Context: an optimization exercise on an open-source flow, tuned for small area, a short achievable clock period and few clock cycles per item. The choices shown serve that exercise and are no tape-out recipe.
RTL that was checked went through simulation tests only; none was proved equivalent to the original.
Only the layout flow was run in run 8; the RTL was not checked for function there.

## design/flow/design.v

```verilog
package sm3_expnd_pkg;
    typedef logic [32-1:0] sm3_word_t;
endpackage
`timescale 1ns/1ps
module sm3_expnd_ctrl (
    input  logic clk,
    input  logic rst_n,
    input  logic pad_vld_i,
    input  logic pad_lst_i,
    output logic pad_rdy_o,
    output logic sel_exp_o,      
    output logic sel_wexp_o,     
    output logic sel_pad_o,      
    output logic expnd_vld_o,
    output logic expnd_lst_o
);
    logic [6:0] idx_q;       
    logic [3:0] dbt_q;       
    logic       done_q;      
    logic       lst_q;       
    logic       tlst_q;      
    logic       lsto_q;
    logic       rdy_q;       
    logic       exp_q;       
    logic       wexp_q;      
    logic       vld_q;
    logic       selp_q;      
    logic [3:0] tail_q;      
    logic       f_end_q;     
    logic       f_w15_q;     
    logic       f_idx0_q;    
    logic       f_ge4_q;     
    logic       f_ge5_q;     
    logic       f_dbt15_q;   
    logic       pad_acc;
    logic       inc;         
    logic       wrap;        
    logic       turn;        
    logic       rdy_d;
    logic       exp_d;
    logic       vld_d;
    logic [3:0] tail_d;
    assign pad_acc = pad_vld_i && rdy_q;
    assign inc     = exp_q || pad_acc;
    assign wrap    = exp_q && f_end_q;
    assign turn    = !exp_q && !pad_acc && !f_idx0_q;
    assign tail_d  = {tail_q[2:0], wrap};
    always_comb begin
        if (exp_q) begin
            exp_d = !f_end_q;
            rdy_d = f_end_q;
            vld_d = 1'b1;                        
        end else if (rdy_q) begin
            exp_d = pad_vld_i && f_w15_q;
            rdy_d = pad_vld_i ? !f_w15_q : f_idx0_q;
            vld_d = pad_vld_i && f_ge4_q;
        end else begin
            exp_d = 1'b0;
            rdy_d = f_idx0_q || f_dbt15_q;       
            vld_d = f_dbt15_q && f_ge5_q && !done_q;
        end
    end
    always_ff @(posedge clk or negedge rst_n) begin
        if (!rst_n) begin
            idx_q     <= '0;
            dbt_q     <= '0;
            done_q    <= 1'b0;
            lst_q     <= 1'b0;
            tlst_q    <= 1'b0;
            lsto_q    <= 1'b0;
            rdy_q     <= 1'b0;    
            selp_q    <= 1'b0;
            exp_q     <= 1'b0;
            wexp_q    <= 1'b0;
            vld_q     <= 1'b0;
            tail_q    <= '0;
            f_end_q   <= 1'b0;
            f_w15_q   <= 1'b0;
            f_idx0_q  <= 1'b1;
            f_ge4_q   <= 1'b0;
            f_ge5_q   <= 1'b0;
            f_dbt15_q <= 1'b0;
        end else begin
            rdy_q  <= rdy_d;
            selp_q <= rdy_d || exp_d;
            exp_q  <= exp_d;
            wexp_q <= exp_d || (tail_d[2:0] != 3'd0);
            vld_q  <= vld_d || (tail_d[3:1] != 3'd0);
            tail_q <= tail_d;
            lsto_q <= tail_q[2] && tlst_q;
            if (wrap) begin
                tlst_q <= lst_q;
            end
            if (inc) begin
                idx_q     <= wrap ? 7'd0 : idx_q + 7'd1;
                f_end_q   <= (idx_q == 7'(64 - 1));
                f_w15_q   <= (idx_q == 7'd14);
                f_idx0_q  <= wrap;
                f_ge4_q   <= !wrap && (idx_q >= 7'd3);
                f_ge5_q   <= !wrap && (idx_q >= 7'(5 - 1));
            end
            if (turn) begin
                dbt_q     <= dbt_q + 4'd1;
                f_dbt15_q <= (dbt_q == 4'd14);
            end
            if (pad_acc) begin
                done_q <= 1'b0;
                lst_q  <= (lst_q && !f_idx0_q) || pad_lst_i;
            end else if (turn) begin
                done_q <= done_q || vld_q;
            end
        end
    end
    assign pad_rdy_o   = rdy_q;
    assign sel_exp_o   = exp_q;
    assign sel_wexp_o  = wexp_q;
    assign sel_pad_o   = selp_q;
    assign expnd_vld_o = vld_q;
    assign expnd_lst_o = lsto_q;
endmodule
`timescale 1ns/1ps
module sm3_word_window (
    input  logic                     clk,
    input  logic                     sel_exp_i,
    input  logic                     sel_wexp_i,
    input  logic                     sel_pad_i,
    input  sm3_expnd_pkg::sm3_word_t pad_d_i,
    output sm3_expnd_pkg::sm3_word_t wj_o,
    output sm3_expnd_pkg::sm3_word_t wjj_o
);
    localparam int NEWEST = 16 - 1;
    sm3_expnd_pkg::sm3_word_t win_q [16];
    sm3_expnd_pkg::sm3_word_t wjj_q;
    sm3_expnd_pkg::sm3_word_t mix_word;
    sm3_expnd_pkg::sm3_word_t exp_word;
    sm3_expnd_pkg::sm3_word_t in_word;
    function automatic sm3_expnd_pkg::sm3_word_t rotl(input sm3_expnd_pkg::sm3_word_t x, input int unsigned n);
        rotl = (x << n) | (x >> (32 - n));
    endfunction
    function automatic sm3_expnd_pkg::sm3_word_t p1(input sm3_expnd_pkg::sm3_word_t x);
        p1 = x ^ rotl(x, 15) ^ rotl(x, 23);
    endfunction
    assign mix_word = win_q[0] ^ win_q[7] ^ rotl(win_q[13], 15);
    assign exp_word = p1(mix_word) ^ rotl(win_q[3], 7) ^ win_q[10];
    assign in_word = sel_pad_i ? pad_d_i : win_q[0];
    always_ff @(posedge clk) begin
        for (int i = 0; i < NEWEST; i++) begin
            win_q[i] <= win_q[i + 1];
        end
        win_q[NEWEST] <= sel_exp_i ? exp_word : in_word;
        wjj_q         <= sel_wexp_i ? (win_q[NEWEST - 3] ^ exp_word)
                                    : (win_q[NEWEST - 3] ^ in_word);
    end
    assign wj_o  = win_q[NEWEST - 4];
    assign wjj_o = wjj_q;   
endmodule
`timescale 1ns/1ps
module sm3_expnd_top (
    input  logic      clk,
    input  logic      rst_n,
    input  sm3_expnd_pkg::sm3_word_t pad_d_i,
    input  logic      pad_vld_i,
    input  logic      pad_lst_i,
    output logic      pad_rdy_o,
    output sm3_expnd_pkg::sm3_word_t wj_o,
    output sm3_expnd_pkg::sm3_word_t wjj_o,
    output logic      expnd_vld_o,
    output logic      expnd_lst_o
);
    logic sel_exp;
    logic sel_wexp;
    logic sel_pad;
    sm3_expnd_ctrl u_ctrl (
        .clk         (clk),
        .rst_n       (rst_n),
        .pad_vld_i   (pad_vld_i),
        .pad_lst_i   (pad_lst_i),
        .pad_rdy_o   (pad_rdy_o),
        .sel_exp_o   (sel_exp),
        .sel_wexp_o  (sel_wexp),
        .sel_pad_o   (sel_pad),
        .expnd_vld_o (expnd_vld_o),
        .expnd_lst_o (expnd_lst_o)
    );
    sm3_word_window u_window (
        .clk       (clk),
        .sel_exp_i (sel_exp),
        .sel_wexp_i(sel_wexp),
        .sel_pad_i (sel_pad),
        .pad_d_i   (pad_d_i),
        .wj_o      (wj_o),
        .wjj_o     (wjj_o)
    );
endmodule
```

## design/flow/flow/run.sh

```bash
#!/bin/bash
# The standard layout, with every port buffered by a buf_2 instead of the
# buffer buffer_ports picks by itself.
set -euo pipefail
export BUFFER_PORTS_ARGS="-buffer_cell sky130_fd_sc_hd__buf_2"
bash standard.sh finish > standard.log 2>&1
```

## design/flow/standard.sh

```bash
#!/bin/bash
# synth_recipe.tcl (not shown) runs the flow's synth.tcl, then flattens the netlist and writes it again
# the make line also repeats each setting of config.mk as NAME=value (left out here)
make -C /OpenROAD-flow-scripts/flow DESIGN_CONFIG=/design/flow/config.mk WORK_HOME=/design/flow/orfs CLKGATE_MAP_FILE= SYNTH_SCRIPT=/design/flow/synth_recipe.tcl "${@:-finish}"
```

## design/flow/config.mk

```make
export PLATFORM = sky130hd
export DESIGN_NAME = sm3_expnd_top
export DESIGN_NICKNAME = sm3_expnd_top
export VERILOG_FILES = /design/flow/design.v
export SDC_FILE = /design/flow/constraint.sdc
export NUM_CORES = 4
export LEC_CHECK = 0
export ABC_AREA = 1
export CAP_MARGIN = 20
export CORE_MARGIN = 2
export CORE_UTILIZATION = 65
export CTS_CLUSTER_DIAMETER = 80
export CTS_CLUSTER_SIZE = 30
export SETUP_SLACK_MARGIN = 1.7
export SLEW_MARGIN = 20
```

## design/flow/constraint.sdc

```tcl
create_clock -name core_clock -period 3.5 [get_ports {clk}]
set_input_delay 0.7000 -clock core_clock [delete_from_list [all_inputs] [get_ports {clk}]]
set_output_delay 0.7000 -clock core_clock [all_outputs]
set_load 0.01 [all_outputs]
```

==> results of run 1 <==
## how the worst min path moves through the flow
stage / start / endpoint / slack, ns
CTS: rst_n / u_ctrl.idx_q[4] / 0.17
finish: rst_n / u_ctrl.idx_q[4] / 0.16
detailed placement: u_window.win_q[4][11] / u_window.win_q[3][11] / 0.31
global route: rst_n / u_ctrl.idx_q[4] / 0.21
floorplan: u_window.win_q[1][0] / u_window.win_q[0][0] / 0.31
global placement: u_window.win_q[14][24] / u_window.win_q[13][24] / 0.31
## layer usage
metal | vias up | part of all wire [%] | track usage [%]
li1 | 5996 | - | -
met1 | 5290 | 47 | 33.06
met2 | 257 | 45 | 38.70
met3 | 68 | 4.5 | 2.899
met4 | 0 | 3.2 | 7.234
met5 | - | 0 | 0
## synth_stat cells, types with 3 or more instances
| library cell | instances |
|---|---|
| xor2_1 | 9 |
| nand2_1 | 587 |
| ha_1 | 5 |
| inv_1 | 215 |
| nand3_1 | 228 |
| nand3b_1 | 25 |
| a21oi_1 | 30 |
| buf_2 | 3 |
| mux2i_1 | 6 |
| nor2_1 | 56 |
| or2_2 | 19 |
| dfxtp_1 | 544 |
| dfrtp_1 | 28 |
| nand4_1 | 4 |
| o21ai_0 | 53 |
| nor3_1 | 3 |
| inv_2 | 3 |
| xnor2_1 | 9 |
| clkbuf_1 | 17 |
## state kept, by name, summed over array words and instances, names as in the netlist, 3 cells and up
register,flops
u_ctrl.dbt_q,4
u_ctrl.idx_q,7
u_ctrl.tail_q,3
u_window.win_q,512
u_window.wjj_q,32
## kinds of logic (layout without fill, tap and decap cells)
kind of cell / after synthesis / count (layout) / synth area share (%)
buf+inv: 240 / 356 / 5.258
other cells: 0 / 1 / 0
fa+ha+maj: 5 / 5 / 0.3636
xor+xnor: 18 / 18 / 0.9163
compound gates: 89 / 89 / 2.683
mux: 6 / 6 / 0.3491
simple gates: 926 / 926 / 22.91
flops: 573 / 573 / 67.52
## through the flow
step / cell area (um2) / instances / hold WS [ns] / utilization, %
after floorplan: 17210 / 1857 / 0.3096 / -
after global placement: 18080 / 2276 / 0.3098 / 69.39
after detailed placement: 18080 / 2276 / 0.3121 / 69.39
after CTS: 18730 / 2306 / 0.1740 / 71.86
after global routing: 18780 / 2308 / 0.2090 / 72.06
final: 18780 / 2309 / 0.1575 / 72.07
## final cells by class
class	instances	area [um2]	area share, %
antenna	1	2.502	0.01332
multi-input combinational	1044	4688	24.96
timing repair buffer	110	584.3	3.111
sequential	573	11640	62.01
inverter	218	820.8	4.370
tap	335	419.2	2.232
clock inverter	1	30.03	0.1599
clock buffer	27	590.6	3.145
## timing repair
| action | 4_1_cts | 5_1_grt |
|---|---|---|
| hold buffers | 0 | 0 |
| endpoints found under the setup margin | 26 | 37 |
| buffers inserted | 2 | 2 |
| gates cloned | 0 | 0 |
| pin swaps | 0 | 0 |
| gates resized for setup | 5 | 14 |
==> out/qor.yml, run 1 <==
max-cap-violations: 0
final_cell_mix: "nand2_1 (585), dfxtp_1 (531), nand3_1 (228), inv_1 (215), buf_2 (102)"
ios: 103
cts_tree: "yes"
r2r-end: "u_window.wjj_q[9]"
die_area_um2: 27790
slowest_delay_ns: 0.40
setup.worst_path.end: "pad_rdy_o"
numCtsBuffers: 23
path_max_fanout: 2
grt_pass1_wl_um: 52490
end_kind: "output port"
start_util_pct: 66.02
pre_cts_slack_ns: 1.571
synth_area_leaders: "dfxtp_1 (63%), nand2_1 (13%), nand3_1 (6.6%), inv_1 (4.7%), dfrtp_1 (4.1%)"
netlist_area_um2: 17210
crit_family: "flip-flops"
overflow: 0
status: "complete, no violations"
final_common_cell: "nand2_1"
rows: 59
synth_ff_type: "dfxtp_1"
htreeDepth: 1
via_per_inst: 5.029
coreArea_um2: 26060
grt_pass1_vias: 10682
gp_routability_congestion: 0.8998
r2r_start: "u_ctrl.wexp_q"
clock_skew_ns: 0.03024
worstPathRequired_ns: 2.80
grt_setup_unrepaired: "yes"
drtPass1Iterations: 5
fillers: 1941
cp.depth: 1
dpl.hpwl_um: 23420
reg2reg_slack_ns: 1.84
die_h_um: 166.7
syn-mean-instance-area_um2: 9.265
globalRouteTotalUtil_pct: 23.57
path_buf_inv: 1
wl_per_cell_um: 14.50
via_count: 11611
ys_ff_latch: 573
crit_arrival_ns: 1.10
finalHoldViolations: 0
area_growth_pct: 9.156
finalSetupViolCount: 0
period_minus_slack_ns: 1.795
route.detailed.drc: 0
yosysTopAreaCell: "dfxtp_1"
synthDistinctLibCells: 30
synth_edf_count: 0
rr_worst_depth: 5
cts_buffer_depth: 3
cts-root-buf: "clkbuf_16"
period_share_pct: 51.29
yosys_warnings: 3
finalMaxSlewViolations: 0
numClockSinks: 573
slew_headroom_pct: 57.29
tightest_slew_ns: 0.6407
grt_max_degree: 49
synth_top_area_share_pct: 63.30
layout_setup_ws_ns: 1.705
grt_antenna_before_repair: 0
fin_nets: 2011
ys_seq_area_share_pct: 67.52
portBuffers: 102
die_w_um: 166.7
tns_ns: 0
syn_nets: 1898
synthCells: 1857
critical_path.startpoint: "u_ctrl.rdy_q"
hold_path.class: "in2async"
path_cells: "buf_2"
drt-total-wl_um: 33480
drive_above_1_share_pct: 8.971
drt-initial-drc-count: 915
worst_path_max_delay_cell: "dfrtp_1"
async_flop_share_pct: 5.061
clk_pin_slew_ns: 0.11
clock_latency_ns: 0.55
startpoint_type: "register"
setup.worst_path.class: "reg2out"
antenna_left: 0
timing.fmax_mhz: 557.1
Testbench counts, summed over its fixed seeds: cycles 6,272, items 6,144.
==> run 2, diff against run 1 <==
--- a/design/flow/config.mk
+++ b/design/flow/config.mk
@@ -6,5 +6,4 @@
 export NUM_CORES = 4
 export LEC_CHECK = 0
-export ABC_AREA = 1
 export CAP_MARGIN = 20
 export CORE_MARGIN = 2
@@ -12,4 +11,4 @@
 export CTS_CLUSTER_DIAMETER = 80
 export CTS_CLUSTER_SIZE = 30
-export SETUP_SLACK_MARGIN = 1.7
+export SETUP_SLACK_MARGIN = 1.6
 export SLEW_MARGIN = 20
==> out/qor.yml, run 2 <==
status: "complete, no violations"
synth_compound_area_share_pct: 3.083  # +0.40 points
synthDistinctLibCells: 34  # +13%
grt_setup_unrepaired: "no"
path_max_fanout: 3  # +1
slew_headroom_pct: 50.83  # -6.5 points
fin_nets: 1183  # -41%
die_area_um2: 24710  # -11%
via_count: 6896  # -41%
yosysTopAreaCell: "dfxtp_1"
reg_top3: "u_window.win_q: 512 flops, u_window.wjj_q: 32 flops, u_ctrl.idx_q: 7 flops"
synth.most_common_cell: "dfxtp_1"
hold_path.class: "in2async"
setup.worst_path.end: "pad_rdy_o"
drtPass1Iterations: 5  # unchanged
regMostFlops: "u_window.win_q"
crit_family: "flip-flops"
max-cap-violations: 0  # unchanged
cts-root-buf: "clkbuf_16"
final_util_pct: 71.77  # -0.30 points
drt-initial-drc-count: 399  # -56%
final_common_cell: "dfxtp_1"
netlist_area_um2: 15260  # -11%
ys_seq_area_share_pct: 76.14  # +8.6 points
area_growth_pct: 9.423
synthCells: 1032  # -44%
setup.worst_path.class: "reg2out"
r2r_start: "u_window.win_q[7][11]"
worst_path_max_delay_cell: "dfrtp_2"
synth.area.mux_share_pct: 2.165  # +1.8 points
worstPathRequired_ns: 2.80  # about the same
end_kind: "output port"
die_w_um: 157.2  # -5.7%
synth_area_leaders: "dfxtp_1 (71%), xnor2_1 (7.5%), dfrtp_1 (4.6%), xnor3_1 (2.8%), mux2i_1 (2.2%)"
start_util_pct: 65.59  # -0.44 points
hold_buffers: 0  # unchanged
die_h_um: 157.2  # -5.7%
tns_ns: 0  # unchanged
synth-simple-area-share_pct: 2.952  # -20 points
htreeDepth: 1  # unchanged
grt_max_degree: 46  # -6.1%
syn_nets: 1073  # -43%
pre_cts_slack_ns: 1.596  # +0.02485 ns
coreArea_um2: 23260  # -11%
synth-xor-area-share_pct: 14.28  # +13 points
numClockSinks: 573  # unchanged
fillers: 1610  # -17%
rows: 56  # -5.1%
period_share_pct: 52.09  # +0.80 points
crit_arrival_ns: 1.12  # +0.02 ns
syn-mean-instance-area_um2: 14.78  # +60%
path_buf_inv: 1  # unchanged
ios: 103  # unchanged
cp.depth: 1  # unchanged
period_minus_slack_ns: 1.823  # +0.02817 ns
timing.fmax_mhz: 548.5  # -1.5%
dpl.hpwl_um: 16160  # -31%
drive_above_1_share_pct: 13.12  # +4.2 points
portBuffers: 102  # unchanged
wl_per_cell_um: 16.33  # +13%
clk_pin_slew_ns: 0.11  # about the same
ys_top_cells_by_count: "dfxtp_1 (544), xnor2_1 (131), nand2_1 (54), o21ai_0 (45), nor2_1 (38)"
ys_ff_latch: 573  # unchanged
layout_setup_ws_ns: 1.677  # -0.02817 ns
slowest_delay_ns: 0.44  # +0.04 ns
synth_ff_type: "dfxtp_1"
final_cell_mix: "dfxtp_1 (544), xnor2_1 (131), buf_2 (102), nand2_1 (54), o21ai_0 (45)"
via_per_inst: 4.714  # -6.3%
synth_top_area_share_pct: 71.38  # +8.1 points
path_cells: "buf_2"
cts_tree: "yes"
multi_input_area_um2: 3492  # -26%
gp_routability_congestion: 0.8245  # -8.4%
antenna_left: 0  # unchanged
overflow: 0  # unchanged
critical_path.startpoint: "u_ctrl.rdy_q"
route.detailed.drc: 0  # unchanged
grt_antenna_before_repair: 0  # unchanged
reg2reg_slack_ns: 1.72  # -0.12 ns
grt_pass1_wl_um: 36890  # -30%
synth_edf_count: 0  # unchanged
tightest_slew_ns: 0.7376  # +0.09687 ns
async_flop_share_pct: 5.061  # unchanged
globalRouteTotalUtil_pct: 19.64  # -3.9 points
clock_latency_ns: 0.54  # about the same
grt_pass1_vias: 6837  # -36%
register_area_um2: 11620  # -0.17%
finalMaxSlewViolations: 0  # unchanged
startpoint_type: "register"
synth_top_family_by_area: "XOR/XNOR gates"
clock_skew_ns: 0.03194  # +0.001697 ns
numCtsBuffers: 23  # unchanged
finalSetupViolCount: 0  # unchanged
rr_worst_depth: 5  # unchanged
largest_register_ffs: 512  # unchanged
yosys_warnings: 3  # unchanged
cts_buffer_depth: 3  # unchanged
synthAdderAreaFrac_pct: 0.4100  # +0.046 points
r2r-end: "u_window.wjj_q[26]"
drt-total-wl_um: 23890  # -29%
finalHoldViolations: 0  # unchanged
==> run 2: changes by cell type after synthesis, sizes merged, moves of 20 or more <==
| cell | change |
|---|---|
| nand3 | -225 |
| xnor3 | +32 |
| nand3b | -25 |
| xor2 | +24 |
| xnor2 | +122 |
| mux2i | +27 |
| nand2 | -534 |
| or2 | -20 |
| inv | -212 |
==> run 2: logic make-up after synthesis <==
| logic type | count (synthesis) |
|---|---|
| buf+inv | 27 |
| simple gates | 109 |
| mux | 33 |
| fa+ha+maj | 5 |
| flops | 573 |
| compound gates | 89 |
| xor+xnor | 196 |
==> run 2: through the flow <==
step                cell area [um2]  std cells  hold slack (ns)
floorplan                     15260       1032           0.3096
global placement              16070       1435           0.3096
detailed placement            16070       1435           0.3121
CTS                           16680       1461           0.1657
global route                  16690       1462           0.1953
finish                        16690       1463           0.1657
==> run 2: per-layer routing <==
| layer | up-vias | track usage (%) | part of all wire [%] | routed length [um] |
|---|---|---|---|---|
| met5 | - | 0 | 0 | 0 |
| met4 | 0 | 3.983 | 1.7 | 412 |
| met3 | 31 | 2.616 | 3.1 | 751 |
| met2 | 105 | 31.69 | 46 | 10880 |
| met1 | 3253 | 28.81 | 50 | 11850 |
| li1 | 3507 | - | - | - |
==> run 2: how the worst min path moves through the flow <==
stage	end	slack, ns	cells after the start
2_1_floorplan	u_window.win_q[0][0]	0.31	0
3_3_place_gp	u_window.win_q[14][31]	0.31	0
3_5_place_dp	u_window.win_q[0][11]	0.31	0
4_1_cts	u_ctrl.idx_q[1]	0.17	1
5_1_grt	u_ctrl.idx_q[1]	0.20	1
6_report	u_ctrl.idx_q[0]	0.17	1
==> run 2: area by class of cell <==
type	count	share of cell area, %
repair buffers	106	3.238
clock buffers	25	3.492
clock inverters	1	0.1799
multi-input cells	432	20.92
flip-flops and latches	573	69.63
diodes	1	0.01499
inverters	6	0.1349
well taps	319	2.391
==> run 2: timing repair <==
action,CTS,global route
gates resized for setup,0,2
endpoints found under the setup margin,0,14
buffers inserted,0,1
==> run 3, diff against run 2 <==
--- a/design/flow/config.mk
+++ b/design/flow/config.mk
@@ -11,4 +11,4 @@
 export CTS_CLUSTER_DIAMETER = 80
 export CTS_CLUSTER_SIZE = 30
-export SETUP_SLACK_MARGIN = 1.6
+export SETUP_SLACK_MARGIN = 1.9
 export SLEW_MARGIN = 20
==> out/qor.yml, run 3 <==
path_buf_inv: 1  # unchanged
end_kind: "output port"
hold_path.class: "in2async"
r2r-end: "u_window.wjj_q[29]"
numCtsBuffers: 23  # unchanged
fin_nets: 1218  # +3.0%
place_inst: 1435  # unchanged
async_flop_share_pct: 5.061  # unchanged
die_h_um: 157.2  # unchanged
tns_ns: 0  # unchanged
synth_area_leaders: "dfxtp_1 (71%), xnor2_1 (7.5%), dfrtp_1 (4.6%), xnor3_1 (2.8%), mux2i_1 (2.2%)"
synth.area.mux_share_pct: 2.165  # unchanged
coreArea_um2: 23260  # unchanged
period_share_pct: 51.81  # -0.29 points
gp_routability_congestion: 0.8546  # +3.7%
tightest_slew_ns: 0.6370  # -0.1006 ns
reg_top3: "u_window.win_q: 512 flops, u_window.wjj_q: 32 flops, u_ctrl.idx_q: 7 flops"
setup.worst_path.class: "reg2out"
via_count: 7157  # +3.8%
slowest_delay_ns: 0.41  # -0.03 ns
worstPathRequired_ns: 2.80  # about the same
final_cells: 1498  # +2.4%
numClockSinks: 573  # unchanged
final_cell_mix: "dfxtp_1 (452), dfxtp_2 (87), xnor2_1 (84), buf_2 (52), buf_6 (51)"
status: "complete, no violations"
synth_compound_area_share_pct: 3.083  # unchanged
synthDistinctLibCells: 34  # unchanged
regMostFlops: "u_window.win_q"
area_growth_pct: 18.71
cts-root-buf: "clkbuf_16"
clock_skew_ns: 0.03073  # -0.001210 ns
grt_pass1_wl_um: 38180  # +3.5%
clock_latency_ns: 0.55  # about the same
path_cells: "buf_2"
multi_input_area_um2: 4180  # +20%
finalSetupViolCount: 0  # unchanged
slew_headroom_pct: 57.53  # +6.7 points
synth-simple-area-share_pct: 2.952  # unchanged
start_util_pct: 65.59  # unchanged
crit_arrival_ns: 1.11  # about the same
htreeDepth: 1  # unchanged
fillers: 1387  # -14%
finalHoldViolations: 0  # unchanged
final_common_cell: "dfxtp_1"
final_util_pct: 77.86  # +6.1 points
netlist_area_um2: 15260  # unchanged
grt_max_degree: 42  # -8.7%
synthCells: 1032  # unchanged
drt-initial-drc-count: 369  # -7.5%
ys_ff_latch: 573  # unchanged
hold_buffers: 0  # unchanged
timing.fmax_mhz: 551.5  # +0.56%
reg2reg_slack_ns: 1.80  # +0.08 ns
largest_register_ffs: 512  # unchanged
cts_buffer_depth: 3  # unchanged
drt-total-wl_um: 25130  # +5.2%
rr_worst_depth: 6  # +1
synthAdderAreaFrac_pct: 0.4100  # unchanged
synth-xor-area-share_pct: 14.28  # unchanged
route.detailed.drc: 0  # unchanged
die_area_um2: 24710  # unchanged
synth.most_common_cell: "dfxtp_1"
grt_pass1_vias: 7148  # +4.5%
via_per_inst: 4.778  # +1.4%
cts_tree: "yes"
wl_per_cell_um: 16.78  # +2.7%
synth_top_family_by_area: "XOR/XNOR gates"
globalRouteTotalUtil_pct: 20.34  # +0.70 points
synth_ff_type: "dfxtp_1"
synth_top_area_share_pct: 71.38  # unchanged
startpoint_type: "register"
drtPass1Iterations: 4  # -1
ios: 103  # unchanged
dpl.hpwl_um: 15970  # -1.1%
grt_setup_unrepaired: "yes"
synth_edf_count: 0  # unchanged
finalMaxSlewViolations: 0  # unchanged
portBuffers: 102  # unchanged
n_antenna_cell: 0  # -1
crit_family: "flip-flops"
syn-mean-instance-area_um2: 14.78  # unchanged
grt_antenna_before_repair: 0  # unchanged
r2r_start: "u_window.win_q[13][23]"
ys_seq_area_share_pct: 76.14  # unchanged
die_w_um: 157.2  # unchanged
period_minus_slack_ns: 1.813  # -0.01008 ns
yosysTopAreaCell: "dfxtp_1"
overflow: 0  # unchanged
register_area_um2: 11750  # +1.1%
max-cap-violations: 0  # unchanged
worst_path_max_delay_cell: "dfrtp_1"
rows: 56  # unchanged
path_max_fanout: 2  # -1
yosys_warnings: 3  # unchanged
ys_top_cells_by_count: "dfxtp_1 (544), xnor2_1 (131), nand2_1 (54), o21ai_0 (45), nor2_1 (38)"
syn_nets: 1073  # unchanged
drive_above_1_share_pct: 34.01  # +21 points
clk_pin_slew_ns: 0.11  # about the same
antenna_left: 0  # unchanged
[run 3: how the worst max path moves through the flow]
| stage | startpoint | end | slack [ns] | cells after the start |
|---|---|---|---|---|
| 2_1_floorplan | pad_vld_i | u_ctrl.f_ge5_q | 1.92 | 5 |
| 3_3_place_gp | pad_vld_i | u_ctrl.idx_q[4] | 1.66 | 6 |
| 5_1_grt | u_ctrl.rdy_q | pad_rdy_o | 1.64 | 1 |
| 4_1_cts | u_ctrl.rdy_q | pad_rdy_o | 1.66 | 1 |
| 6_report | u_ctrl.rdy_q | pad_rdy_o | 1.69 | 1 |
| 3_5_place_dp | pad_vld_i | u_ctrl.dbt_q[3] | 1.63 | 5 |
[run 3: logic make-up after synthesis]
group                      count (synthesis)
DFF                                      573
xor gates and xnor gates                 196
and+or+nand+nor                          109
AOI/OAI and AO/OA                         89
muxes                                     33
buffers and inverters                     27
adders and majority gates                  5
[run 3: per-layer routing]
layer  global-route usage, %  vias to the layer above  part of all wire, %
met3                   3.084                       35                  4.0
li1                        -                     3552                    -
met5                       0                        -                    0
met1                   29.17                     3448                   48
met4                   4.416                        0                  2.2
met2                   33.21                      122                   46
[run 3: metrics by stage]
stage	area [um2]	hold WS (ns)	setup slack (ns)
global placement	16070	0.3097	1.665
floorplan	15260	0.3096	1.918
finish	18110	0.1510	1.687
CTS	17380	0.1558	1.663
detailed placement	16070	0.3121	1.628
global route	18110	0.1896	1.638
[run 3: final cells by class]
type                            instances  share of cell area (%)
Multi-Input combinational cell        432                   23.08
Clock buffer                           25                   3.219
Clock inverter                          2                  0.2142
Tap cell                              319                   2.204
Timing Repair Buffer                  141                   6.259
Sequential cell                       573                   64.90
Inverter                                6                  0.1244
[run 3: timing repair]
action | CTS | global route
pin swaps | 84 | 80
buffers inserted | 23 | 13
gates resized for setup | 144 | 153
endpoints found under the setup margin | 115 | 122
==> run 4, diff against run 3 <==
--- a/design/flow/config.mk
+++ b/design/flow/config.mk
@@ -8,7 +8,7 @@
 export CAP_MARGIN = 20
 export CORE_MARGIN = 2
-export CORE_UTILIZATION = 65
+export CORE_UTILIZATION = 55
 export CTS_CLUSTER_DIAMETER = 80
 export CTS_CLUSTER_SIZE = 30
-export SETUP_SLACK_MARGIN = 1.9
+export SETUP_SLACK_MARGIN = 1.7
 export SLEW_MARGIN = 20
==> out/qor.yml, run 4 <==
drtPass1Iterations: 4  # unchanged
setup.worst_path.end: "pad_rdy_o"
tns_ns: 0  # unchanged
via_per_inst: 4.523  # -5.3%
worst_path_max_delay_cell: "dfrtp_2"
die_w_um: 170.6  # +8.5%
die_h_um: 170.6  # +8.5%
gp_routability_congestion: 0.8003  # -6.4%
yosysTopAreaCell: "dfxtp_1"
fin_nets: 1186  # -2.6%
antenna_left: 0  # unchanged
final_common_cell: "dfxtp_1"
reg2reg_slack_ns: 1.78  # -0.02 ns
synthCells: 1032  # unchanged
hold_path.class: "in2async"
cts-root-buf: "clkbuf_16"
largest_register_ffs: 512  # unchanged
worstPathRequired_ns: 2.80  # about the same
slowest_delay_ns: 0.44  # +0.03 ns
finalHoldViolations: 0  # unchanged
setup.worst_path.class: "reg2out"
globalRouteTotalUtil_pct: 16.82  # -3.5 points
netlist_area_um2: 15260  # unchanged
synth_area_leaders: "dfxtp_1 (71%), xnor2_1 (7.5%), dfrtp_1 (4.6%), xnor3_1 (2.8%), mux2i_1 (2.2%)"
synth_top_area_share_pct: 71.38  # unchanged
regMostFlops: "u_window.win_q"
path_max_fanout: 2  # unchanged
grt_max_degree: 65  # +55%
syn-mean-instance-area_um2: 14.78  # unchanged
route.detailed.drc: 0  # unchanged
ios: 103  # unchanged
cp.depth: 1  # unchanged
grt_setup_unrepaired: "yes"
grt_pass1_vias: 6633  # -7.2%
path_cells: "buf_6"
reg_top3: "u_window.win_q: 512 flops, u_window.wjj_q: 32 flops, u_ctrl.idx_q: 7 flops"
ys_ff_latch: 573  # unchanged
end_kind: "output port"
die_area_um2: 29090  # +18%
timing.fmax_mhz: 551.6  # about the same
period_minus_slack_ns: 1.813  # -0.0002000 ns
via_count: 6875  # -3.9%
ys_top_cells_by_count: "dfxtp_1 (544), xnor2_1 (131), nand2_1 (54), o21ai_0 (45), nor2_1 (38)"
status: "complete, no violations"
start_util_pct: 56.30  # -9.3 points
final_util_pct: 62.28  # -16 points
numClockSinks: 573  # unchanged
rows: 60  # +7.1%
crit_family: "flip-flops"
synth.most_common_cell: "dfxtp_1"
clock_latency_ns: 0.56  # about the same
r2r_start: "u_window.win_q[0][24]"
final_cell_mix: "dfxtp_1 (528), xnor2_1 (131), buf_2 (97), nand2_1 (54), o21ai_0 (45)"
grt_antenna_before_repair: 0  # unchanged
synth_edf_count: 0  # unchanged
path_buf_inv: 1  # unchanged
overflow: 0  # unchanged
finalMaxSlewViolations: 0  # unchanged
tightest_slew_ns: 0.8044  # +0.1674 ns
htreeDepth: 1  # unchanged
slew_headroom_pct: 46.38  # -11 points
cts_buffer_depth: 3  # unchanged
dpl.hpwl_um: 16200  # +1.4%
synth_ff_type: "dfxtp_1"
max-cap-violations: 0  # unchanged
clock_skew_ns: 0.04480  # +0.01407 ns
numCtsBuffers: 23  # unchanged
rr_worst_depth: 5  # -1
synthDistinctLibCells: 34  # unchanged
clk_pin_slew_ns: 0.11  # about the same
coreArea_um2: 27100  # +17%
critical_path.startpoint: "u_ctrl.rdy_q"
syn_nets: 1073  # unchanged
portBuffers: 102  # unchanged
yosys_warnings: 3  # unchanged
wl_per_cell_um: 15.88  # -5.3%
drt-total-wl_um: 24140  # -3.9%
async_flop_share_pct: 5.061  # unchanged
period_share_pct: 51.80  # about the same
area_growth_pct: 10.62
finalSetupViolCount: 0  # unchanged
startpoint_type: "register"
drt-initial-drc-count: 366  # -0.81%
drive_above_1_share_pct: 15.52  # -18 points
r2r-end: "u_window.wjj_q[15]"
grt_pass1_wl_um: 36990  # -3.1%
ys_seq_area_share_pct: 76.14  # unchanged
crit_arrival_ns: 1.11  # about the same
hold_buffers: 0  # unchanged
cts_tree: "yes"
[run 4: cell types whose count changed in the layout (fill, tap and decap cells not counted), sizes merged]
cell | previous run | this run
clkbuf | 26 | 25
buf | 140 | 109
diode | 0 | 1
[run 4: logic make-up (layout without fill, tap and decap cells)]
kind of cell / count (synthesis) / count (layout) / synth area share, %
flip-flops: 573 / 573 / 76.14
AO/OA/AOI/OAI: 89 / 89 / 3.084
AND/OR/NAND/NOR: 109 / 109 / 2.952
XOR/XNOR: 196 / 196 / 14.28
buffers and inverters: 27 / 142 / 0.9676
multiplexers: 33 / 33 / 2.165
adder cells (fa/ha/maj): 5 / 5 / 0.4100
other: 0 / 1 / 0
[run 4: repair_timing]
action / 4_1_cts / 5_1_grt
setup buffers: 3 / 1
gates resized for setup: 19 / 17
setup endpoints to repair: 17 / 32
pin swaps: 0 / 3
[run 4: per-layer routing]
metal	global-route usage [%]	part of all wire (%)	vias to the layer above	routed length (um)
met5	0	0	-	0
met4	3.865	2.0	0	476
met3	2.591	3.8	36	914
met2	26.30	44	102	10720
met1	24.86	50	3227	12030
li1	-	-	3510	-
[run 4: final cells by class]
type                            count  area [um2]
Multi-Input combinational cell    432        3515
Timing Repair Buffer              109       598.1
Clock buffer                       25       583.1
Tap cell                          372       465.4
Clock inverter                      2       38.79
Antenna cell                        1       2.502
Fill cell                        2062       10220
Inverter                            6       22.52
Sequential cell                   573       11650
[run 4: worst min path at each step]
stage / start / end / slack (ns) / cells past startpoint
4_1_cts: rst_n / u_ctrl.idx_q[6] / 0.14 / 1
6_report: rst_n / u_ctrl.f_end_q / 0.14 / 1
5_1_grt: rst_n / u_ctrl.idx_q[6] / 0.17 / 1
3_3_place_gp: u_window.win_q[9][4] / u_window.win_q[8][4] / 0.31 / 0
2_1_floorplan: u_window.win_q[1][0] / u_window.win_q[0][0] / 0.31 / 0
3_5_place_dp: u_window.win_q[1][8] / u_window.win_q[0][8] / 0.31 / 0
[run 4: per-stage QoR]
step / setup slack (ns) / hold WS [ns] / area (um2) / std cells
finish: 1.687 / 0.1381 / 16880 / 1520
global route: 1.639 / 0.1722 / 16870 / 1519
CTS: 1.653 / 0.1433 / 16830 / 1518
detailed placement: 1.563 / 0.3121 / 16130 / 1488
global placement: 1.594 / 0.3098 / 16130 / 1488
floorplan: 1.803 / 0.3096 / 15260 / 1032
==> run 5, diff against run 4 <==
--- a/design/flow/config.mk
+++ b/design/flow/config.mk
@@ -8,5 +8,5 @@
 export CAP_MARGIN = 20
 export CORE_MARGIN = 2
-export CORE_UTILIZATION = 55
+export CORE_UTILIZATION = 70
 export CTS_CLUSTER_DIAMETER = 80
 export CTS_CLUSTER_SIZE = 30
==> out/qor.yml, run 5 <==
hold_buffers: 0  # unchanged
route.detailed.drc: 0  # unchanged
r2r-end: "u_window.wjj_q[1]"
path_buf_inv: 1  # unchanged
yosysTopAreaCell: "dfxtp_1"
final_common_cell: "dfxtp_1"
dr.max_layer_used: "met4"
whs_ns: 0.1450  # +0.006873 ns
critical_path.startpoint: "u_ctrl.vld_q"
worstPathRequired_ns: 2.80  # about the same
met3_wirelength_um: 781  # -15%
htreeDepth: 1  # unchanged
period_minus_slack_ns: 1.785  # -0.02848 ns
slew_headroom_pct: 54.94  # +8.6 points
regMostFlops: "u_window.win_q"
coreArea_um2: 21620  # -20%
period_share_pct: 50.99  # -0.81 points
netlist_area_um2: 15260  # unchanged
timing.fmax_mhz: 560.4  # +1.6%
grt_pass1_vias: 6769  # +2.1%
ys_top_cells_by_count: "dfxtp_1 (544), xnor2_1 (131), nand2_1 (54), o21ai_0 (45), nor2_1 (38)"
grt_antenna_before_repair: 0  # unchanged
finalMaxSlewViolations: 0  # unchanged
gp_routability_congestion: 0.8402  # +5.0%
drt-initial-drc-count: 290  # -21%
path_cells: "buf_2"
overflow: 0  # unchanged
synth.most_common_cell: "dfxtp_1"
globalRouteTotalUtil_pct: 20.52  # +3.7 points
syn-mean-instance-area_um2: 14.78  # unchanged
wl_met2_um: 10720  # about the same
startpoint_type: "register"
numCtsBuffers: 23  # unchanged
worst_path_max_delay_cell: "dfrtp_1"
synth_edf_count: 0  # unchanged
grt_pass1_wl_um: 35490  # -4.1%
reg2reg_slack_ns: 1.76  # -0.02 ns
portBuffers: 102  # unchanged
drive_above_1_share_pct: 14.42  # -1.1 points
max-cap-violations: 0  # unchanged
drt-met1-wl_um: 11710  # -2.7%
drtPass1Iterations: 4  # unchanged
clk_pin_slew_ns: 0.11  # about the same
finalHoldViolations: 0  # unchanged
wl_per_cell_um: 16.59  # +4.4%
crit_arrival_ns: 1.08  # -0.03 ns
cp.depth: 1  # unchanged
synth_top_area_share_pct: 71.38  # unchanged
antenna_left: 0  # unchanged
hold_path.class: "in2async"
reg_top3: "u_window.win_q: 512 flops, u_window.wjj_q: 32 flops, u_ctrl.idx_q: 7 flops"
setup.worst_path.class: "reg2out"
drt-total-wl_um: 23620  # -2.2%
ios: 103  # unchanged
numClockSinks: 573  # unchanged
fillers: 1359  # -34%
synthCells: 1032  # unchanged
die_h_um: 151.6  # -11%
cts_tree: "yes"
final_cell_mix: "dfxtp_1 (538), xnor2_1 (130), buf_2 (102), nand2_1 (54), o21ai_0 (45)"
die_area_um2: 22990  # -21%
cts_buffer_depth: 3  # unchanged
largest_register_ffs: 512  # unchanged
grt_max_degree: 67  # +3.1%
end_kind: "output port"
synth_ff_type: "dfxtp_1"
dpl.hpwl_um: 15960  # -1.5%
ys_ff_latch: 573  # unchanged
tns_ns: 0  # unchanged
die_w_um: 151.6  # -11%
area_growth_pct: 9.382
via_per_inst: 4.843  # +7.1%
crit_family: "flip-flops"
clock_latency_ns: 0.55  # about the same
final_util_pct: 77.19  # +15 points
cts-root-buf: "clkbuf_16"
rows: 54  # -10%
r2r_start: "u_window.win_q[7][10]"
rr_worst_depth: 5  # unchanged
fin_nets: 1183  # -0.25%
finalSetupViolCount: 0  # unchanged
n_antenna_cell: 0  # -1
synth_area_leaders: "dfxtp_1 (71%), xnor2_1 (7.5%), dfrtp_1 (4.6%), xnor3_1 (2.8%), mux2i_1 (2.2%)"
synthDistinctLibCells: 34  # unchanged
start_util_pct: 70.57  # +14 points
slowest_delay_ns: 0.40  # -0.04 ns
syn_nets: 1073  # unchanged
clock_skew_ns: 0.03099  # -0.01381 ns
path_max_fanout: 2  # unchanged
setup.worst_path.end: "expnd_vld_o"
status: "complete, no violations"
async_flop_share_pct: 5.061  # unchanged
ys_seq_area_share_pct: 76.14  # unchanged
tightest_slew_ns: 0.6758  # -0.1285 ns
via_count: 6896  # +0.31%
yosys_warnings: 3  # unchanged
grt_setup_unrepaired: "yes"
==> run 5: how the worst min path moves through the flow <==
| stage | from | end | cells past startpoint |
|---|---|---|---|
| after floorplan | u_window.win_q[1][0] | u_window.win_q[0][0] | 0 |
| after global placement | u_window.win_q[4][31] | u_window.win_q[3][31] | 0 |
| after detailed placement | u_window.win_q[6][1] | u_window.win_q[5][1] | 0 |
| after CTS | rst_n | u_ctrl.idx_q[0] | 1 |
| after global routing | rst_n | u_ctrl.idx_q[1] | 1 |
| final | rst_n | u_ctrl.idx_q[1] | 1 |
==> run 5: logic make-up (layout without fill, tap and decap cells) <==
| logic type | Yosys count | count (layout) | share of synthesized area (%) |
|---|---|---|---|
| AO/OA/AOI/OAI | 89 | 89 | 3.084 |
| XOR/XNOR | 196 | 196 | 14.28 |
| adder cells (fa/ha/maj) | 5 | 5 | 0.4100 |
| buffers and inverters | 27 | 139 | 0.9676 |
| flip-flops | 573 | 573 | 76.14 |
| multiplexers | 33 | 33 | 2.165 |
| AND/OR/NAND/NOR | 109 | 109 | 2.952 |
==> run 5: timing repair <==
action / 4_1_cts / 5_1_grt
buffers inserted: 1 / 0
setup endpoints to repair: 13 / 15
gates resized for setup: 3 / 15
pin swaps: 0 / 1
==> run 5: per-stage QoR <==
| stage | instances | setup slack, ns | cell area [um2] |
|---|---|---|---|
| after floorplan | 1032 | 1.803 | 15260 |
| after global placement | 1396 | 1.652 | 16020 |
| after detailed placement | 1396 | 1.582 | 16020 |
| after CTS | 1424 | 1.681 | 16660 |
| after global routing | 1424 | 1.661 | 16690 |
| final | 1424 | 1.715 | 16690 |
==> run 5: final cells by class <==
| cell class | instances | area, um2 | share of cell area, % |
|---|---|---|---|
| Tap cell | 280 | 350.3 | 2.099 |
| Multi-Input combinational cell | 432 | 3516 | 21.07 |
| Inverter | 6 | 22.52 | 0.1350 |
| Sequential cell | 573 | 11630 | 69.71 |
| Clock buffer | 25 | 583.1 | 3.494 |
| Timing Repair Buffer | 106 | 544.3 | 3.261 |
| Clock inverter | 2 | 38.79 | 0.2324 |
==> run 5: routing by layer <==
metal  up-vias  global-route usage, %
met2       105                  33.30
met4         0                  4.306
li1       3506                      -
met3        27                  3.174
met1      3258                  29.78
met5         -                      0
==> run 6, diff against run 5 <==
--- a/design/flow/config.mk
+++ b/design/flow/config.mk
@@ -8,5 +8,5 @@
 export CAP_MARGIN = 20
 export CORE_MARGIN = 2
-export CORE_UTILIZATION = 70
+export CORE_UTILIZATION = 65
 export CTS_CLUSTER_DIAMETER = 80
 export CTS_CLUSTER_SIZE = 30
==> out/qor.yml, run 6 <==
status: "complete, no violations"
drt-total-wl_um: 23840  # +0.92%
met3_wirelength_um: 702  # -10%
drt-met1-wl_um: 11900  # +1.6%
hold_path.class: "in2async"
worstPathRequired_ns: 2.80  # about the same
syn-mean-instance-area_um2: 14.78  # unchanged
regMostFlops: "u_window.win_q"
final_cells: 1463  # +2.7%
cts-root-buf: "clkbuf_16"
cp.depth: 1  # unchanged
timing.fmax_mhz: 554.8  # -1.0%
antenna_left: 0  # unchanged
synth_edf_count: 0  # unchanged
dr.max_layer_used: "met4"
critical_path.startpoint: "u_ctrl.rdy_q"
slowest_delay_ns: 0.44  # +0.04 ns
r2r-end: "u_window.wjj_q[26]"
gp_routability_congestion: 0.8245  # -1.9%
drt-initial-drc-count: 349  # +20%
place_inst: 1435  # +2.8%
numCtsBuffers: 23  # unchanged
r2r_start: "u_window.win_q[7][11]"
portBuffers: 102  # unchanged
reg_top3: "u_window.win_q: 512 flops, u_window.wjj_q: 32 flops, u_ctrl.idx_q: 7 flops"
die_area_um2: 24710  # +7.5%
worst_path_max_delay_cell: "dfrtp_2"
rows: 56  # +3.7%
path_buf_inv: 1  # unchanged
tns_ns: 0  # unchanged
ys_seq_area_share_pct: 76.14  # unchanged
setup.worst_path.class: "reg2out"
grt_antenna_before_repair: 0  # unchanged
fin_nets: 1184  # +0.085%
synthDistinctLibCells: 34  # unchanged
die_h_um: 157.2  # +3.7%
crit_arrival_ns: 1.10  # +0.02 ns
synth_top_area_share_pct: 71.38  # unchanged
synth_area_leaders: "dfxtp_1 (71%), xnor2_1 (7.5%), dfrtp_1 (4.6%), xnor3_1 (2.8%), mux2i_1 (2.2%)"
finalMaxSlewViolations: 0  # unchanged
die_w_um: 157.2  # +3.7%
finalSetupViolCount: 0  # unchanged
netlist_area_um2: 15260  # unchanged
max-cap-violations: 0  # unchanged
clock_latency_ns: 0.54  # about the same
grt_max_degree: 46  # -31%
reg2reg_slack_ns: 1.77  # about the same
final_common_cell: "dfxtp_1"
finalHoldViolations: 0  # unchanged
yosys_warnings: 3  # unchanged
clk_pin_slew_ns: 0.11  # about the same
globalRouteTotalUtil_pct: 19.65  # -0.88 points
start_util_pct: 65.59  # -5.0 points
register_area_um2: 11640  # about the same
route.detailed.drc: 0  # unchanged
wl_met2_um: 10820  # +0.97%
numClockSinks: 573  # unchanged
htreeDepth: 1  # unchanged
wl_per_cell_um: 16.29  # -1.8%
cts_tree: "yes"
n_antenna_cell: 0  # unchanged
async_flop_share_pct: 5.061  # unchanged
path_max_fanout: 2  # unchanged
grt_pass1_vias: 6832  # +0.93%
final_cell_mix: "dfxtp_1 (535), xnor2_1 (130), buf_2 (101), nand2_1 (54), o21ai_0 (45)"
coreArea_um2: 23260  # +7.6%
slew_headroom_pct: 57.21  # +2.3 points
synth_ff_type: "dfxtp_1"
period_minus_slack_ns: 1.803  # +0.01800 ns
tightest_slew_ns: 0.6419  # -0.03393 ns
via_per_inst: 4.719  # -2.6%
synthCells: 1032  # unchanged
drive_above_1_share_pct: 14.25  # -0.17 points
area_growth_pct: 9.685
overflow: 0  # unchanged
crit_family: "flip-flops"
startpoint_type: "register"
setup.worst_path.end: "pad_rdy_o"
yosysTopAreaCell: "dfxtp_1"
grt_pass1_wl_um: 36890  # +4.0%
path_cells: "buf_6"
cts_buffer_depth: 3  # unchanged
clock_skew_ns: 0.03063  # -0.0003587 ns
synth.most_common_cell: "dfxtp_1"
ios: 103  # unchanged
largest_register_ffs: 512  # unchanged
end_kind: "output port"
period_share_pct: 51.50  # +0.51 points
rr_worst_depth: 5  # unchanged
dpl.hpwl_um: 16160  # +1.2%
ys_ff_latch: 573  # unchanged
drtPass1Iterations: 4  # unchanged
fillers: 1601  # +18%
syn_nets: 1073  # unchanged
grt_setup_unrepaired: "yes"
ys_top_cells_by_count: "dfxtp_1 (544), xnor2_1 (131), nand2_1 (54), o21ai_0 (45), nor2_1 (38)"
multi_input_area_um2: 3503  # -0.36%
via_count: 6904  # +0.12%
==> run 6: cell counts after synthesis <==
Identical to the previous run, type by type.
==> run 6: metrics by stage <==
step           instance area, um2  hold slack [ns]  setup WS, ns  utilization [%]
2_1_floorplan               15260           0.3096         1.803                -
3_3_place_gp                16070           0.3096         1.642            69.07
3_5_place_dp                16070           0.3121         1.596            69.07
4_1_cts                     16700           0.1657         1.667            71.81
5_1_grt                     16730           0.1952         1.651            71.94
6_report                    16730           0.1678         1.697            71.94
==> run 6: routing by layer <==
metal  vias to the layer above  track usage [%]
met2                       100            31.55
met1                      3265            28.95
met3                        31            2.616
met5                         -                0
met4                         0            3.983
li1                       3508                -
==> run 6: worst min-delay path by stage <==
| stage | cells past startpoint | slack (ns) | endpoint | start |
|---|---|---|---|---|
| floorplan | 0 | 0.31 | u_window.win_q[0][0] | u_window.win_q[1][0] |
| global placement | 0 | 0.31 | u_window.win_q[14][31] | u_window.win_q[15][31] |
| detailed placement | 0 | 0.31 | u_window.win_q[0][11] | u_window.win_q[1][11] |
| CTS | 1 | 0.17 | u_ctrl.idx_q[1] | rst_n |
| global route | 1 | 0.20 | u_ctrl.idx_q[1] | rst_n |
| finish | 1 | 0.17 | u_ctrl.idx_q[0] | rst_n |
==> run 6: what timing repair did <==
item                                   CTS  global route
pin swaps                                0             3
setup endpoints to repair               15            34
setup buffers                            1             1
hold buffers                             0             0
endpoints found under the hold margin    0             0
resized for setup                        8             9
==> run 6: layout make-up <==
| cell class | instances | area share [%] |
|---|---|---|
| Clock inverter | 1 | 0.1794 |
| Timing Repair Buffer | 107 | 3.335 |
| Tap cell | 319 | 2.385 |
| Clock buffer | 25 | 3.484 |
| Inverter | 6 | 0.1346 |
| Multi-Input combinational cell | 432 | 20.93 |
| Sequential cell | 573 | 69.55 |
==> run 6: cells by family after synthesis <==
group	synth area share (%)
AO/OA/AOI/OAI	3.084
XOR/XNOR	14.28
adder cells (fa/ha/maj)	0.4100
buffers and inverters	0.9676
flip-flops	76.14
multiplexers	2.165
AND/OR/NAND/NOR	2.952
==> run 7, diff against run 6 <==
==> design/flow/flow/run.sh (replaced) <==
#!/bin/bash
# The standard layout, with every port buffered by a buf_2 instead of the
# buffer buffer_ports picks by itself, and one level of sink clustering in CTS.
set -euo pipefail
export BUFFER_PORTS_ARGS="-buffer_cell sky130_fd_sc_hd__buf_2"
export CTS_ARGS="-sink_clustering_enable -repair_clock_nets -sink_clustering_size 30 -sink_clustering_max_diameter 80 -sink_clustering_levels 1"
bash standard.sh finish > standard.log 2>&1
--- a/design/flow/config.mk
+++ b/design/flow/config.mk
@@ -8,7 +8,5 @@
 export CAP_MARGIN = 20
 export CORE_MARGIN = 2
-export CORE_UTILIZATION = 65
-export CTS_CLUSTER_DIAMETER = 80
-export CTS_CLUSTER_SIZE = 30
+export CORE_UTILIZATION = 40
 export SETUP_SLACK_MARGIN = 1.7
 export SLEW_MARGIN = 20
==> out/qor.yml, run 7 <==
status: "complete, no violations"
globalRouteTotalUtil_pct: 13.13  # -6.5 points
dpl.hpwl_um: 17780  # +10%
path_cells: "buf_6"
timing.fmax_mhz: 551.9  # -0.53%
hold_buffers: 0  # unchanged
critical_path.startpoint: "u_ctrl.rdy_q"
synth_top_area_share_pct: 71.38  # unchanged
grt_pass1_vias: 6877  # +0.66%
overflow: 0  # unchanged
clock_skew_ns: 0.01889  # -0.01173 ns
crit_family: "flip-flops"
start_util_pct: 40.60  # -25 points
rows: 71  # +27%
setup.worst_path.class: "reg2out"
coreArea_um2: 37580  # +62%
largest_register_ffs: 512  # unchanged
finalHoldViolations: 0  # unchanged
cts_buffer_depth: 3  # unchanged
synthDistinctLibCells: 34  # unchanged
end_kind: "output port"
numClockSinks: 573  # unchanged
grt_max_degree: 66  # +43%
worstPathRequired_ns: 2.80  # about the same
register_area_um2: 11670  # +0.24%
wl_per_cell_um: 15.52  # -4.7%
syn-mean-instance-area_um2: 14.78  # unchanged
die_w_um: 199.3  # +27%
ys_top_cells_by_count: "dfxtp_1 (544), xnor2_1 (131), nand2_1 (54), o21ai_0 (45), nor2_1 (38)"
cts-root-buf: "clkbuf_16"
synth.most_common_cell: "dfxtp_1"
fin_nets: 1188  # +0.34%
grt_pass1_wl_um: 39070  # +5.9%
drtPass1Iterations: 6  # +2
regMostFlops: "u_window.win_q"
r2r_start: "u_window.win_q[7][9]"
whs_ns: 0.1423  # -0.02553 ns
via_per_inst: 4.164  # -12%
fillers: 3328  # +110%
clk_pin_slew_ns: 0.10  # about the same
ios: 103  # unchanged
setup.worst_path.end: "pad_rdy_o"
syn_nets: 1073  # unchanged
clock_latency_ns: 0.57  # +0.03 ns
htreeDepth: 1  # unchanged
rr_worst_depth: 5  # unchanged
multi_input_area_um2: 3507  # +0.11%
die_h_um: 199.3  # +27%
finalMaxSlewViolations: 0  # unchanged
path_max_fanout: 2  # unchanged
synth_edf_count: 0  # unchanged
grt_antenna_before_repair: 0  # unchanged
ys_seq_area_share_pct: 76.14  # unchanged
slowest_delay_ns: 0.43  # about the same
max-cap-violations: 0  # unchanged
drt-total-wl_um: 25840  # +8.4%
final_cell_mix: "dfxtp_1 (515), xnor2_1 (130), buf_2 (87), nand2_1 (54), o21ai_0 (45)"
startpoint_type: "register"
grt_setup_unrepaired: "yes"
portBuffers: 102  # unchanged
reg2reg_slack_ns: 1.78  # about the same
antenna_left: 0  # unchanged
final_common_cell: "dfxtp_1"
hold_path.class: "in2async"
r2r-end: "u_window.wjj_q[9]"
route.detailed.drc: 0  # unchanged
gp_routability_congestion: 0.7825  # -5.1%
n_antenna_cell: 0  # unchanged
die_area_um2: 39720  # +61%
ys_ff_latch: 573  # unchanged
synth_area_leaders: "dfxtp_1 (71%), xnor2_1 (7.5%), dfrtp_1 (4.6%), xnor3_1 (2.8%), mux2i_1 (2.2%)"
drive_above_1_share_pct: 17.07  # +2.8 points
period_minus_slack_ns: 1.812  # +0.009550 ns
crit_arrival_ns: 1.11  # about the same
drt-initial-drc-count: 268  # -23%
cp.depth: 1  # unchanged
tightest_slew_ns: 0.7581  # +0.1162 ns
yosys_warnings: 3  # unchanged
slew_headroom_pct: 49.46  # -7.7 points
netlist_area_um2: 15260  # unchanged
async_flop_share_pct: 5.061  # unchanged
period_share_pct: 51.77  # +0.27 points
worst_path_max_delay_cell: "dfrtp_2"
cts_tree: "yes"
via_count: 6933  # +0.42%
synthCells: 1032  # unchanged
numCtsBuffers: 24  # +4.3%
area_growth_pct: 12.72
tns_ns: 0  # unchanged
synth_ff_type: "dfxtp_1"
yosysTopAreaCell: "dfxtp_1"
reg_top3: "u_window.win_q: 512 flops, u_window.wjj_q: 32 flops, u_ctrl.idx_q: 7 flops"
path_buf_inv: 1  # unchanged
finalSetupViolCount: 0  # unchanged
[run 7: cell types whose count changed in the layout (fill, tap and decap cells not counted), moves of 2 or more]
cell | before | now
xnor3_1 | 18 | 13
buf_6 | 2 | 15
buf_4 | 4 | 8
dfxtp_1 | 535 | 515
clkinv_8 | 0 | 3
dfxtp_2 | 9 | 27
dfxtp_4 | 0 | 2
buf_2 | 101 | 87
xnor3_2 | 12 | 17
[run 7: worst min path at each step]
stage | from | to | cells after the start | slack, ns
2_1_floorplan | u_window.win_q[1][0] | u_window.win_q[0][0] | 0 | 0.31
3_3_place_gp | u_window.win_q[1][10] | u_window.win_q[0][10] | 0 | 0.31
3_5_place_dp | u_window.win_q[8][27] | u_window.win_q[7][27] | 0 | 0.31
4_1_cts | rst_n | u_ctrl.dbt_q[2] | 1 | 0.14
5_1_grt | rst_n | u_ctrl.dbt_q[2] | 1 | 0.17
6_report | rst_n | u_ctrl.idx_q[5] | 1 | 0.14
[run 7: kinds of logic after synthesis]
| logic type | share of synthesized area, % |
|---|---|
| adder cells (fa/ha/maj) | 0.4100 |
| AO/OA/AOI/OAI | 3.084 |
| multiplexers | 2.165 |
| buffers and inverters | 0.9676 |
| flip-flops | 76.14 |
| AND/OR/NAND/NOR | 2.952 |
| XOR/XNOR | 14.28 |
[run 7: repair_timing]
item / CTS / global route
resized for setup: 27 / 31
endpoints found under the setup margin: 23 / 40
pin swaps: 0 / 4
setup buffers: 2 / 2
[run 7: layout make-up]
cell class / instances / share of cell area [%]
repair buffers: 110 / 3.863
clock buffers: 26 / 3.536
well taps: 511 / 3.718
flip-flops and latches: 573 / 67.84
multi-input cells: 432 / 20.39
clock inverters: 7 / 0.5238
inverters: 6 / 0.1310
[run 7: stage by stage]
step / utilization (%) / std cells / worst slack [ns] / cell area (um2)
after floorplan: - / 1032 / 1.803 / 15260
after global placement: 43.42 / 1628 / 1.636 / 16320
after detailed placement: 43.42 / 1628 / 1.573 / 16320
after CTS: 45.47 / 1663 / 1.659 / 17090
after global routing: 45.77 / 1665 / 1.652 / 17200
final: 45.77 / 1665 / 1.688 / 17200
[run 7: layer usage]
layer  vias up  GRT usage, %  part of all wire [%]
li1       3526             -                     -
met5         -             0                     0
met1      3275         17.98                    48
met3        31         2.835                   4.3
met4         0         2.515                   1.5
met2       101         21.54                    46
==> run 8, diff against run 7 <==
--- a/design/flow/design.v
+++ b/design/flow/design.v
@@ -41,8 +41,8 @@
     logic       vld_d;
     logic [3:0] tail_d;
-    assign pad_acc = pad_vld_i && rdy_q;
-    assign inc     = exp_q || pad_acc;
+    assign pad_acc = pad_vld_i && selp_q && !exp_q;
+    assign inc     = exp_q || (pad_vld_i && selp_q);
     assign wrap    = exp_q && f_end_q;
-    assign turn    = !exp_q && !pad_acc && !f_idx0_q;
+    assign turn    = !exp_q && !(pad_vld_i && selp_q) && !f_idx0_q;
     assign tail_d  = {tail_q[2:0], wrap};
     always_comb begin
@@ -51,5 +51,5 @@
             rdy_d = f_end_q;
             vld_d = 1'b1;                        
-        end else if (rdy_q) begin
+        end else if (selp_q) begin
             exp_d = pad_vld_i && f_w15_q;
             rdy_d = pad_vld_i ? !f_w15_q : f_idx0_q;
@@ -108,5 +108,5 @@
                 lst_q  <= (lst_q && !f_idx0_q) || pad_lst_i;
             end else if (turn) begin
-                done_q <= done_q || vld_q;
+                done_q <= done_q || f_ge5_q;
             end
         end
==> design/flow/flow/run.sh (replaced) <==
#!/bin/bash
# The standard layout, with every port buffered by a buf_2 instead of the
# buffer buffer_ports picks by itself.
set -euo pipefail
export BUFFER_PORTS_ARGS="-buffer_cell sky130_fd_sc_hd__buf_2"
bash standard.sh finish > standard.log 2>&1
--- a/design/flow/config.mk
+++ b/design/flow/config.mk
@@ -8,5 +8,7 @@
 export CAP_MARGIN = 20
 export CORE_MARGIN = 2
-export CORE_UTILIZATION = 40
+export CORE_UTILIZATION = 65
+export CTS_CLUSTER_DIAMETER = 80
+export CTS_CLUSTER_SIZE = 30
 export SETUP_SLACK_MARGIN = 1.7
 export SLEW_MARGIN = 20
==> out/qor.yml, run 8 <==
status: "complete, no violations"
synth-xor-area-share_pct: 14.48  # +0.20 points
ys_ff_latch: 573  # unchanged
worst_path_max_delay_cell: "dfxtp_1"
die_h_um: 157.3  # -21%
tightest_slew_ns: 0.6158  # -0.1423 ns
synth_ff_type: "dfxtp_1"
grt_pass1_vias: 6763  # -1.7%
reg_top3: "u_window.win_q: 512 flops, u_window.wjj_q: 32 flops, u_ctrl.idx_q: 7 flops"
synth_compound_area_share_pct: 3.024  # -0.060 points
die_area_um2: 24730  # -38%
slowest_delay_ns: 0.37  # -0.06 ns
n_antenna_cell: 0  # unchanged
via_per_inst: 4.722  # +13%
final_common_cell: "dfxtp_1"
die_w_um: 157.3  # -21%
synthDistinctLibCells: 34  # unchanged
cts_buffer_depth: 3  # unchanged
synthAdderAreaFrac_pct: 0.4097  # about the same
drtPass1Iterations: 4  # -2
syn_nets: 1069  # -0.37%
startpoint_type: "register"
synth_edf_count: 0  # unchanged
grt_antenna_before_repair: 0  # unchanged
drive_above_1_share_pct: 14.86  # -2.2 points
finalMaxSlewViolations: 0  # unchanged
route.detailed.drc: 0  # unchanged
fillers: 1608  # -52%
cts-root-buf: "clkbuf_16"
layout_setup_ws_ns: 1.733  # +0.04528 ns
regMostFlops: "u_window.win_q"
overflow: 0  # unchanged
synth_top_family_by_area: "XOR/XNOR gates"
fin_nets: 1183  # -0.42%
synth.area.mux_share_pct: 2.303  # +0.14 points
clk_pin_slew_ns: 0.11  # about the same
syn-mean-instance-area_um2: 14.85  # +0.47%
period_share_pct: 50.48  # -1.3 points
crit_arrival_ns: 1.07  # -0.04 ns
path_max_fanout: 2  # unchanged
slew_headroom_pct: 58.95  # +9.5 points
gp_routability_congestion: 0.7971  # +1.9%
coreArea_um2: 23260  # -38%
timing.fmax_mhz: 566.0  # +2.6%
cts_tree: "yes"
finalSetupViolCount: 0  # unchanged
-- run 8: cell count changes after synthesis, sizes merged, moves of 3 or more --
cell    delta
buf        -3
o21ai     -38
a21oi     +32
clkbuf     +3
or3        -3
nand2     -39
xor2       +3
nor2      +37
nand3      -3
-- run 8: worst reg2reg max path, delay by kind of cell (launching register included) --
kind            cells  cell delay, ns
flops               1            0.38
xor+xnor            4            1.11
compound gates      1            0.12
-- run 8: cell families after synthesis --
logic type	after synthesis
DFF	573
xor gates and xnor gates	200
and+or+nand+nor	102
AOI/OAI and AO/OA	86
muxes	35
buffers and inverters	27
adders and majority gates	5
-- run 8: worst paths after layout --
| check | from | end | slack (ns) | depth (start not counted) |
|---|---|---|---|---|
| setup / recovery | u_window.win_q[11][20] | wj_o[20] | 1.73 | 1 |
| hold / removal | rst_n | u_ctrl.idx_q[5] | 0.15 | 1 |
| setup reg to reg | u_window.win_q[0][17] | u_window.wjj_q[0] | 1.78 | 5 |
| hold reg to reg | u_window.win_q[8][25] | u_window.win_q[7][25] | 0.31 | 0 |
| max in group asynchronous | rst_n | u_ctrl.selp_q | 2.89 | 1 |
| min in group core_clock | u_window.win_q[8][25] | u_window.win_q[7][25] | 0.31 | 0 |
-- run 8: per-stage QoR --
step	cells	util [%]	instance area, um2
floorplan	1028	-	15270
global route	1463	72.12	16780
detailed placement	1432	69.11	16080
CTS	1459	71.84	16710
finish	1463	72.12	16780
global placement	1432	69.11	16080
-- run 8: area by class of cell --
class	count	share of cell area, %
Inverter	6	0.1342
Multi-Input combinational cell	428	20.96
Sequential cell	573	69.33
Clock buffer	25	3.475
Clock inverter	2	0.2312
Timing Repair Buffer	110	3.490
Tap cell	319	2.379
-- run 8: timing repair --
item                                    4_1_cts  5_1_grt
hold buffers                                  0        0
setup buffers                                 0        4
pin swaps                                     0        6
endpoints found under the setup margin       27       34
gates resized for setup                       6       15
-- run 8: per-layer routing --
layer | wire length (um) | GRT usage [%] | vias up | part of all wire (%)
li1 | - | - | 3510 | -
met1 | 12250 | 29.34 | 3270 | 51
met2 | 10720 | 30.53 | 99 | 44
met3 | 709 | 2.698 | 29 | 2.9
met4 | 469 | 4.372 | 0 | 1.9
met5 | 0 | 0 | - | 0

[static timing again, ports no longer ideal]
No port has a modelled driver above. Below, the same layouts with a new extraction and two added sets of constraints. Step 1 assumes that a clkbuf_16 drives the clock port and a buf_2 every other input. Step 2 adds t to the input delays and takes it off the output delays; t is the mean of the earliest and latest rising clock arrival at the registers after step 1. Input paths then give back, and output paths get back, about the clock's delay inside the block. Slacks: ideal / step 1 / step 2; pairs: ideal / step 1.
| run | t, ns | setup slack, ns | cell pins on the clock port's net |
|---|---|---|---|
| run 1 | 0.583 | 1.705 / 1.655 / 1.506 | 1 |
| run 2 | 0.574 | 1.677 / 1.630 / 1.586 | 1 |
| run 3 | 0.585 | 1.687 / 1.640 / 1.767 | 1 |
| run 4 | 0.586 | 1.687 / 1.641 / 1.634 | 1 |
| run 5 | 0.581 | 1.715 / 1.668 / 1.574 | 1 |
| run 6 | 0.575 | 1.697 / 1.650 / 1.654 | 1 |
| run 7 | 0.610 | 1.688 / 1.638 / 1.543 | 1 |
| run 8 | 0.583 | 1.733 / 1.685 / 1.704 | 1 |
After both steps setup and hold are still met in every run listed. The setup slack of run 1, which loses most, moves by -0.050 ns with the drivers and by -0.199 ns with both steps.
